Context: an optimization exercise on an open-source flow, tuned for small area and a short achievable clock period. The choices shown serve that exercise and are no tape-out recipe.
Only simulation tests tie the RTL to the original design; equivalence was not proved.
No activity file was given, so power comes from the tool's default toggle rates.

### design/flow/config.mk
export PLATFORM = sky130hd
export DESIGN_NAME = mem_subsystem
export DESIGN_NICKNAME = mem_subsystem
export VERILOG_FILES = /design/flow/design.v
export SDC_FILE = /design/flow/constraint.sdc
export NUM_CORES = 4
export LEC_CHECK = 0
export CAP_MARGIN = 20
export CORE_MARGIN = 2
export CORE_UTILIZATION = 40
export SLEW_MARGIN = 20
export SYNTH_MEMORY_MAX_BITS = 8192
### design/flow/constraint.sdc
create_clock -name core_clock -period 9.0 [get_ports {clk}]
set_input_delay 1.8000 -clock core_clock [delete_from_list [all_inputs] [get_ports {clk}]]
set_output_delay 1.8000 -clock core_clock [all_outputs]
set_load 0.01 [all_outputs]
### design/flow/design.v
`default_nettype none
package mem_subsystem_pkg;
	typedef logic [16-1:0]   addr_t;     
	typedef logic [16-1:0]   data_t;
	typedef logic [5-1:0] sb_idx_t;   
	typedef struct packed {
		logic    is_store;    
		addr_t   base;
		addr_t   offset;
		data_t   src_data;    
		sb_idx_t sb_index;    
	} ls_issue_t;
	typedef struct packed {
		sb_idx_t index;
		addr_t   addr;
		data_t   data;
	} sb_fill_t;
	typedef struct packed {
		logic  match;
		data_t data;
	} sb_search_t;
	typedef struct packed {
		logic  read;
		logic  write;
		addr_t addr;
		data_t data;
	} mem_req_t;
endpackage
`default_nettype wire
`default_nettype none
`timescale 1ns/1ps
module load_store_unit (
	input  wire clk,
	input  wire rst_n,
	input  wire issue_valid,
	input  wire mem_subsystem_pkg::ls_issue_t issue,
	output logic sb_fill_valid,
	output mem_subsystem_pkg::sb_fill_t sb_fill,
	output mem_subsystem_pkg::addr_t search_addr,
	input  wire mem_subsystem_pkg::sb_search_t sb_search,
	output logic load_req,
	output mem_subsystem_pkg::addr_t load_addr,
	input  wire mem_subsystem_pkg::data_t mem_rdata,
	output logic load_done,
	output mem_subsystem_pkg::data_t load_data
);
	mem_subsystem_pkg::addr_t eff_addr;
	logic is_load;
	logic load_pending_q;   
	mem_subsystem_pkg::sb_search_t fwd_q;      
	assign eff_addr = issue.base + issue.offset;
	assign is_load = issue_valid & ~issue.is_store;
	assign sb_fill_valid = issue_valid & issue.is_store;
	assign sb_fill = {issue.sb_index, eff_addr, issue.src_data};   
	assign search_addr = eff_addr;
	assign load_req = is_load;
	assign load_addr = eff_addr;
	always_ff @(posedge clk) begin
		if (!rst_n) begin
			load_pending_q <= 1'b0;
		end else begin
			load_pending_q <= is_load;
		end
	end
	always_ff @(posedge clk) begin
		fwd_q <= sb_search;
	end
	assign load_done = load_pending_q;
	assign load_data = fwd_q.match ? fwd_q.data : mem_rdata;   
endmodule
`default_nettype wire
`default_nettype none
`timescale 1ns/1ps
module store_buffer (
	input  wire clk,
	input  wire rst_n,
	input  wire reserve,
	output mem_subsystem_pkg::sb_idx_t reserve_index,
	output logic sb_full,
	output logic sb_empty,
	input  wire sb_fill_valid,
	input  wire mem_subsystem_pkg::sb_fill_t sb_fill,
	input  wire mem_subsystem_pkg::addr_t search_addr,
	output mem_subsystem_pkg::sb_search_t sb_search,
	input  wire retire_valid,
	input  wire mem_subsystem_pkg::sb_idx_t retire_index,
	input  wire flush,
	output logic drain_req,
	output mem_subsystem_pkg::addr_t drain_addr,
	output mem_subsystem_pkg::data_t drain_data,
	input  wire drain_pop
);
	logic [32-1:0] valid_q;       
	logic [32-1:0] filled_q;      
	logic [32-1:0] committed_q;   
	mem_subsystem_pkg::addr_t addr_q [32];
	mem_subsystem_pkg::data_t data_q [32];
	mem_subsystem_pkg::sb_idx_t head_q;     
	mem_subsystem_pkg::sb_idx_t tail_q;     
	mem_subsystem_pkg::sb_idx_t commit_q;   
	mem_subsystem_pkg::sb_idx_t commit_next;
	assign reserve_index = tail_q;
	assign sb_full = valid_q[tail_q];
	assign sb_empty = ~valid_q[head_q];
	assign commit_next = retire_valid ? retire_index + 1'b1 : commit_q;
	always_ff @(posedge clk) begin
		if (!rst_n) begin
			valid_q <= '0;
			filled_q <= '0;
			committed_q <= '0;
			head_q <= '0;
			tail_q <= '0;
			commit_q <= '0;
		end else begin
			if (reserve && !flush) begin
				valid_q[tail_q] <= 1'b1;
				filled_q[tail_q] <= 1'b0;
				committed_q[tail_q] <= 1'b0;
				tail_q <= tail_q + 1'b1;
			end
			if (sb_fill_valid) begin
				filled_q[sb_fill.index] <= 1'b1;
			end
			if (retire_valid) begin
				committed_q[retire_index] <= 1'b1;
			end
			commit_q <= commit_next;
			if (drain_pop) begin
				valid_q[head_q] <= 1'b0;
				filled_q[head_q] <= 1'b0;
				committed_q[head_q] <= 1'b0;
				head_q <= head_q + 1'b1;
			end
			if (flush) begin
				for (int i = 0; i < 32; i++) begin
					if (!committed_q[i] && !(retire_valid && retire_index == mem_subsystem_pkg::sb_idx_t'(i))) begin
						valid_q[i] <= 1'b0;
					end
				end
				tail_q <= commit_next;
			end
		end
	end
	always_ff @(posedge clk) begin
		if (sb_fill_valid) begin
			addr_q[sb_fill.index] <= sb_fill.addr;
			data_q[sb_fill.index] <= sb_fill.data;
		end
	end
	always_comb begin
		mem_subsystem_pkg::sb_idx_t idx;
		sb_search = '0;
		for (int k = 0; k < 32; k++) begin
			idx = head_q + mem_subsystem_pkg::sb_idx_t'(k);
			if (valid_q[idx] && filled_q[idx] && addr_q[idx] == search_addr) begin
				sb_search.match = 1'b1;
				sb_search.data = data_q[idx];
			end
		end
	end
	assign drain_req = valid_q[head_q] & filled_q[head_q] & committed_q[head_q];
	assign drain_addr = addr_q[head_q];
	assign drain_data = data_q[head_q];
endmodule
`default_nettype wire
`default_nettype none
`timescale 1ns/1ps
module data_memory (
	input  wire clk,
	input  wire load_req,
	input  wire mem_subsystem_pkg::addr_t load_addr,
	input  wire drain_req,
	input  wire mem_subsystem_pkg::addr_t drain_addr,
	input  wire mem_subsystem_pkg::data_t drain_data,
	output logic drain_pop,
	output mem_subsystem_pkg::data_t mem_rdata
);
	localparam int MEM_WORDS = 1 << 8;
	mem_subsystem_pkg::mem_req_t port_req;
	logic [8-1:0] word_idx;
	mem_subsystem_pkg::data_t mem [MEM_WORDS];
	always_comb begin
		port_req = '0;
		if (load_req) begin
			port_req.read = 1'b1;
			port_req.addr = load_addr;
		end else if (drain_req) begin
			port_req.write = 1'b1;
			port_req.addr = drain_addr;
			port_req.data = drain_data;
		end
	end
	assign drain_pop = port_req.write;   
	assign word_idx = port_req.addr[8-1:0];
	always_ff @(posedge clk) begin
		if (port_req.write) begin
			mem[word_idx] <= port_req.data;
		end
		if (port_req.read) begin
			mem_rdata <= mem[word_idx];   
		end
	end
endmodule
`default_nettype wire
`default_nettype none
`timescale 1ns/1ps
module mem_subsystem (
	input  wire clk,
	input  wire rst_n,
	input  wire reserve,
	output wire mem_subsystem_pkg::sb_idx_t reserve_index,
	output wire sb_full,
	output wire sb_empty,
	input  wire issue_valid,
	input  wire mem_subsystem_pkg::ls_issue_t issue,
	input  wire retire_valid,
	input  wire mem_subsystem_pkg::sb_idx_t retire_index,
	input  wire flush,
	output wire load_done,
	output wire mem_subsystem_pkg::data_t load_data
);
	logic sb_fill_valid;
	mem_subsystem_pkg::sb_fill_t sb_fill;
	mem_subsystem_pkg::addr_t search_addr;
	mem_subsystem_pkg::sb_search_t sb_search;
	logic load_req;
	mem_subsystem_pkg::addr_t load_addr;
	mem_subsystem_pkg::data_t mem_rdata;
	logic drain_req;
	mem_subsystem_pkg::addr_t drain_addr;
	mem_subsystem_pkg::data_t drain_data;
	logic drain_pop;
	load_store_unit u_lsu (
		.clk(clk), .rst_n(rst_n),
		.issue_valid(issue_valid), .issue(issue),
		.sb_fill_valid(sb_fill_valid), .sb_fill(sb_fill),
		.search_addr(search_addr), .sb_search(sb_search),
		.load_req(load_req), .load_addr(load_addr), .mem_rdata(mem_rdata),
		.load_done(load_done), .load_data(load_data)
	);
	store_buffer u_sb (
		.clk(clk), .rst_n(rst_n),
		.reserve(reserve), .reserve_index(reserve_index),
		.sb_full(sb_full), .sb_empty(sb_empty),
		.sb_fill_valid(sb_fill_valid), .sb_fill(sb_fill),
		.search_addr(search_addr), .sb_search(sb_search),
		.retire_valid(retire_valid), .retire_index(retire_index), .flush(flush),
		.drain_req(drain_req), .drain_addr(drain_addr), .drain_data(drain_data),
		.drain_pop(drain_pop)
	);
	data_memory u_dmem (
		.clk(clk),
		.load_req(load_req), .load_addr(load_addr),
		.drain_req(drain_req), .drain_addr(drain_addr), .drain_data(drain_data),
		.drain_pop(drain_pop), .mem_rdata(mem_rdata)
	);
endmodule
`default_nettype wire
### design/flow/run.sh
#!/bin/bash
# synth_recipe.tcl (not shown) runs the flow's synth.tcl, then flattens the netlist and writes it again
# the make line also repeats each setting of config.mk as NAME=value (left out here)
make -C /OpenROAD-flow-scripts/flow DESIGN_CONFIG=/design/flow/config.mk WORK_HOME=/design/flow/orfs CLKGATE_MAP_FILE= SYNTH_SCRIPT=/design/flow/synth_recipe.tcl finish
==> results.txt <==
==> Yosys cell counts (128+ instances only) <==
library cell	number
edfxtp_1	5136
nand2_1	2581
mux4_2	1881
nor2_1	1331
mux2i_1	1211
a21oi_1	1095
clkbuf_1	762
a22oi_1	720
o21ai_0	677
a222oi_1	664
nand3_1	592
buf_2	515
xnor2_1	414
buf_1	358
nor3_1	277
a221oi_1	162
nand4_1	160
nor4_1	146
xor2_1	145
dfxtp_1	134
o22ai_1	128
==> sequential cells by signal (all words and copies together) (netlist names), 5 cells and up, named ones only <==
register / cells
u_sb.data_q: 512
u_sb.tail_q: 5
u_sb.valid_q: 32
u_dmem.mem: 4096
u_dmem.mem_rdata: 16
u_sb.committed_q: 32
u_sb.commit_q: 5
u_sb.filled_q: 32
u_sb.addr_q: 512
u_lsu.fwd_q: 17
u_sb.head_q: 5
==> logic make-up after synthesis <==
kind of cell	Yosys count	synth area share, %
mux	3189	19.8
fa+ha+maj	49	0.221
buf+inv	1871	3.08
simple gates	5484	8.43
xor+xnor	572	1.84
compound gates	4277	10.7
flops	5270	55.9
==> worst max path at each step <==
stage	start	end	slack (ns)
floorplan	register	u_dmem.mem[0][0]	-1.58
global placement	issue[27]	u_dmem.mem_rdata[10]	-0.12
detailed placement	issue[21]	u_dmem.mem_rdata[3]	0.58
CTS	u_sb.head_q[2]	u_dmem.mem_rdata[9]	1.0
global route	u_sb.head_q[2]	u_dmem.mem_rdata[9]	0.78
finish	register	u_dmem.mem_rdata[9]	0.50
==> layout by cell type (no fill, tap or decap), drive strengths merged, types with 685 or more instances in the layout <==
master	n
o21ai	685
a22oi	720
mux4	1881
edfxtp	5136
a21oi	1103
mux2i	1211
buf	1258
nor2	1333
clkbuf	700
nand2	2582
==> per-layer routing <==
layer  GRT usage, %  wire, um  up-vias  part of all wire [%]
met5              0       537        -                 0.041
met4           23.3    105000       73                   8.0
li1               -         -    83900                     -
met3           10.7    166000     3566                    13
met1           45.5    467000   110000                    36
met2           52.6    564000    17400                    43
==> per-stage QoR <==
stage | area [um^2] | hold WS [ns] | std cells
2_1_floorplan | 281000 | 0.442 | 20700
3_3_place_gp | 298000 | 0.470 | 29500
3_5_place_dp | 298000 | 0.476 | 29500
4_1_cts | 316000 | 0.484 | 30500
5_1_grt | 316000 | 0.513 | 30500
6_report | 316000 | 0.488 | 30600
==> layout make-up <==
| cell class | count | area share (%) |
|---|---|---|
| timing repair buffer | 1334 | 3.86 |
| inverter | 67 | 0.0902 |
| clock buffer | 700 | 4.69 |
| sequential | 5270 | 49.6 |
| antenna | 79 | 0.0625 |
| multi-input combinational | 13600 | 37.0 |
| tap | 9270 | 3.67 |
| clock inverter | 311 | 1.01 |
==> worst register-to-register path, stage by stage, from the launching register on <==
cell      delay (ns)
dfxtp_2         1.11
clkinv_2        0.83
nor2_2          0.25
buf_4           0.35
a31oi_1         0.51
nand2_1         0.69
o31a_2          0.57
buf_4           0.32
nand2_4         0.55
a221oi_1        1.09
a21oi_1         0.45
nand4_1         0.46
nand4_1         0.17
o21ai_0         0.74
o211ai_1        0.19
==> power by group <==
| part | internal [mW] | switching, mW | leakage (nW) | total [mW] |
|---|---|---|---|---|
| Combinational | 1.31 | 3.27 | 45.1 | 4.57 |
| Clock | 12.8 | 10.4 | 8.74 | 23.1 |
| Sequential | 26.7 | 0.105 | 45.9 | 26.9 |
==> metrics.yaml <==
wl_per_cell_um: 42.5
final_layout_size_suffix_gt1_share_pct: 21.1
overflow: 0
final_hold_viol_count: 0
syn_inst: 20700
critPathKind: "register to register"
cp_num_buf_inv: 3
rows: 307
synth_edf_count: 5136
slew_headroom_pct: 8.44
path_cells: "clkinv_2 -> nor2_2 -> buf_4 -> a31oi_1 -> nand2_1 -> o31a_2 -> buf_4 -> nand2_4 -> a221oi_1 -> a21oi_1 -> nand4_1 -> nand4_1 -> o21ai_0 -> o211ai_1"
synth_top_area_share_pct: 55.0
die_h_um: 841
maxCapViolCount: 0
grt_pass1_vias: 197000
drt-initial-drc-count: 39700
dp_hpwl_mm: 897
die_area_um2: 708000
grt_pass1_wl_mm: 1740
min_period_over_period_pct: 94.4
crit_path_end_kind: "register"
min_delay_worst_endpoint: "u_sb.committed_q[0]"
area_delta_synth_final_pct: 12.8
synth_top_cells_by_area: "edfxtp_1 (55%), mux4_2 (15%), mux2i_1 (4.3%), nand2_1 (3.5%), a222oi_1 (2.4%)"
fin_ws_ns: 0.500
cts-buffers-inserted: 570
num_vias: 215000
first_pass_iters: 11
synth_cell_types: 112
post-cts-setup-buffers: 0
die_w_um: 841
power.density_nw_per_um2: 172
drtAntennaViolNets: 0
synth_fp_nets: 20800
fin_util_pct: 45.3
grt.total_usage_pct: 35.6
fin_nets: 20900
cts_resized: 0
antenna_found_initial: 104
yosys_warnings: 3
rsz0062_at_grt: "false"
clkLatencyLatePin_ns: 1.16
io_pins: 89
skew_ns: 0.107
start_kind: "register"
clk_pin_slew_worst_paths_ns: 0.06
period_needed_ns: 8.50
cts_root_buffer: "clkbuf_16"
setup_viol: 0
r2r_slack_ns: 0.50
fillers: 61700
cts.sinks: 5270
holdPathStages: 2
crit_cells: 14
start_util_pct: 40.2
p_leak_nw: 99.7
slowest_stage: "dfxtp_2"
cts_tree: "done"
critical_path.max_stage_delay_ns: 1.11
reg2reg_depth: 14
fmax_mhz: 118
synth.yosys.seq_area_share_pct: 55.9
power_mw: 54.6
cts_hold_buf: 0
worst_slew_pin_slew_ns: 1.37
tns_ns: 0
ys.flop_type: "edfxtp_1"
via_per_inst: 7.02
final_max_slew_viol_count: 0
status: "timing/DRC/antenna clean"
vdd_drop_max_mv: 0.209
syn_avg_cell_area_um2: 13.5
gp_congestion: 1.08
path_max_fanout: 28
path_delay_family: "compound AO/OA/AOI/OAI gates"
register_area_um2: 157000
clockBufferDepth: 4
crit_required_ns: 9.85
drc: 0
async_flop_share_pct: 0
htree_levels: 6
io_buffers: 88
syn_area_um2: 281000
post-place-ws_ns: 0.578
arrival_ns: 9.35
worstReg2RegEnd: "u_dmem.mem_rdata[9]"
min_from: "u_sb.committed_q[0]"
coreArea_um2: 699000
grt_max_degree: 185
synth-seq-cells: 5270
multi_input_area_um2: 117000
hp-class: "register to register"
yosysTopAreaCell: "edfxtp_1"
wl_mm: 1300

[separate check: timing with driven ports]
Ports are ideal in the flow. The routed layout listed here was re-timed in OpenROAD.
Step 1 assumes that a clkbuf_16 drives the clock port and a buf_2 every other input.
Step 2 also shifts input and output timing later by t, the mid clock arrival at the registers, as if the neighbouring blocks saw the same clock.
Three values: ideal, step 1, step 2; two values: the first two.
t, ns: 1.262
setup slack, ns: 0.500 / 0.500 / 0.244
clock arrival spread, ns: 0.124 / 0.125
cell pins on the clock port's net: 1
After both steps setup and hold are still met in this run. For this run, drivers alone change the setup slack by 0.000 ns; drivers and shift together by -0.256 ns.
